Source: an optimization exercise on an open RTL-to-GDS flow (aim: small area and a short achievable clock period). Production flows keep margins and buffers that such runs may drop. In this exercise RTL edits were held to simulation tests only and were not proved equivalent to the original. Power figures rest on the tool's default switching activity, not on a simulated workload.

==> flow/design.v (excerpt) <==
module ex_top #(
	parameter int DATA_WIDTH = 64,
	parameter int ALU_K      = 4,
	parameter int BR_K       = 8,
	parameter int ALU_KIND   = 0,
	parameter int BR_KIND    = 0
) (
	input  logic                  clk,
	input  logic                  reset,
	input  logic                  issue,
	input  logic [DATA_WIDTH-1:0] read_data1,
	input  logic [DATA_WIDTH-1:0] read_data2,
	input  logic [DATA_WIDTH-1:0] pc,
	input  logic [DATA_WIDTH-1:0] imm,
	input  logic [DATA_WIDTH-1:0] br_offset,
	input  ex_pkg::alu_op_t       alu_op,
	input  logic                  alu_src,
	input  logic                  set_flags,
	input  ex_pkg::br_kind_t      br_kind,
	input  ex_pkg::cond_t         cond,
	output logic                  result_valid,
	output logic [DATA_WIDTH-1:0] alu_result,
	output logic [DATA_WIDTH-1:0] store_data,
	output logic [DATA_WIDTH-1:0] br_target,
	output logic                  br_taken,
	output logic                  negative,
	output logic                  zero,
	output logic                  overflow,
	output logic                  carry_out
);
For scale: about 2,500 cells after synthesis, ~530 I/O pins, roughly 22,000 um^2 of cells after synthesis.
clock: 5.5 ns
lec_check: 0
abc_area: 1
cap_margin: 5
core_margin: 2
core_utilization: 40
cts_buf_list: sky130_fd_sc_hd__clkbuf_16
cts_cluster_diameter: 80
cts_cluster_size: 30
setup_slack_margin: 3.0
slew_margin: 5
synth_hierarchical: 1
tns_end_percent: 10
standard.sh (not shown) runs the stock make flow with config.mk's settings and CLKGATE_MAP_FILE= SYNTH_SCRIPT=/design/flow/synth_recipe.tcl, a recipe that flattens the netlist after the stock synthesis.
==> flow/flow/run.sh <==
#!/bin/bash
# Standard layout, with plain buf_1 cells as the port buffers instead of the
# buffer_ports default (clkdlybuf4s50_1). Each tool's output goes to its own log.
set -euo pipefail
export BUFFER_PORTS_ARGS="-buffer_cell sky130_fd_sc_hd__buf_1"
bash standard.sh synth > synth.log 2>&1
bash standard.sh > layout.log 2>&1
Next try:
--- a/flow/config.mk
+++ b/flow/config.mk
@@ -6,6 +6,5 @@
 export NUM_CORES = 4
 export LEC_CHECK = 0
-export ABC_AREA = 1
-export CAP_MARGIN = 5
+export CAP_MARGIN = 20
 export CORE_MARGIN = 2
 export CORE_UTILIZATION = 40
@@ -13,6 +12,7 @@
 export CTS_CLUSTER_DIAMETER = 80
 export CTS_CLUSTER_SIZE = 30
+export GPL_ROUTABILITY_DRIVEN = 0
 export SETUP_SLACK_MARGIN = 3.0
-export SLEW_MARGIN = 5
+export SLEW_MARGIN = 20
 export SYNTH_HIERARCHICAL = 1
 export TNS_END_PERCENT = 10
After rerunning: The changed run ran to the end with no violations. Global-route usage climbs by 0.76 points. Worst hold slack improves by 21 ps. Cell count drops by 12%. Register-to-register slack degrades by 170 ps. Via count drops by 2.8%. Final area climbs by 2.5%. Die area drops by 1.4%. Synthesized area drops by 1.4%. Sequential cell count does not change. Total power climbs by 1.3%.
Next try:
--- a/flow/config.mk
+++ b/flow/config.mk
@@ -6,4 +6,5 @@
 export NUM_CORES = 4
 export LEC_CHECK = 0
+export ABC_AREA = 1
 export CAP_MARGIN = 20
 export CORE_MARGIN = 2
@@ -12,7 +13,6 @@
 export CTS_CLUSTER_DIAMETER = 80
 export CTS_CLUSTER_SIZE = 30
-export GPL_ROUTABILITY_DRIVEN = 0
 export SETUP_SLACK_MARGIN = 3.0
 export SLEW_MARGIN = 20
 export SYNTH_HIERARCHICAL = 1
-export TNS_END_PERCENT = 10
+export TNS_END_PERCENT = 25
Utilization falls by 1.4 points.
Via count goes up by 3.2%.
Design area shrinks by 2.3%.
Non-clock buffer count goes down by 38.
Worst setup slack is better by 63 ps.
Wire length stays flat.
Global-route usage goes down by 0.76 points.
Cell count increases by 14%.
Next try:
--- a/flow/config.mk
+++ b/flow/config.mk
@@ -11,8 +11,8 @@
 export CORE_UTILIZATION = 40
 export CTS_BUF_LIST = sky130_fd_sc_hd__clkbuf_16
-export CTS_CLUSTER_DIAMETER = 80
-export CTS_CLUSTER_SIZE = 30
+export CTS_CLUSTER_DIAMETER = 90
+export CTS_CLUSTER_SIZE = 40
 export SETUP_SLACK_MARGIN = 3.0
 export SLEW_MARGIN = 20
 export SYNTH_HIERARCHICAL = 1
-export TNS_END_PERCENT = 25
+export TNS_END_PERCENT = 10
The new run produced a clean layout.
Via count hardly moves.
Wire length falls by 0.94%.
Clock skew is higher by 4.7 ps.
Clock power fell by about 4%.
Global-route usage hardly moves.
Fmax went down by 1.3%.

separate check: timing with driven ports:
The flow's constraints put no driver on any port. The routed layouts listed below were extracted and timed again, unchanged, in two steps.
Step 1: set_driving_cell puts a clkbuf_16 on clk and a buf_2 on each other input, an assumption about the parent block.
Step 2, shift: input delay + t, output delay - t, t = (earliest + latest rising clock arrival at the registers) / 2. This alone moves slack from input paths to output paths.
Slacks: no drivers / after step 1 / after step 2; pairs: no drivers / after step 1.
run | shift t [ns] | slack for setup (ns) | worst hold slack (ns) | worst setup path after step 2 | worst data-port slew with drivers (ns)
the first run | 0.664 | 3.086 / 3.045 / 2.381 | 0.417 / 0.417 / 0.417 | input to register | 0.13
the second run | 0.662 | 3.031 / 2.722 / 2.059 | 0.439 / 0.439 / 0.439 | input to register | 0.38
the third run | 0.666 | 3.094 / 3.056 / 2.390 | 0.416 / 0.416 / 0.416 | input to register | 0.13
the fourth run | 0.656 | 3.062 / 3.034 / 2.378 | 0.421 / 0.421 / 0.421 | input to register | 0.13
After both steps every run listed still meets setup and hold. For the second run, which loses most, drivers alone change the setup slack by -0.309 ns; drivers and shift together by -0.972 ns.
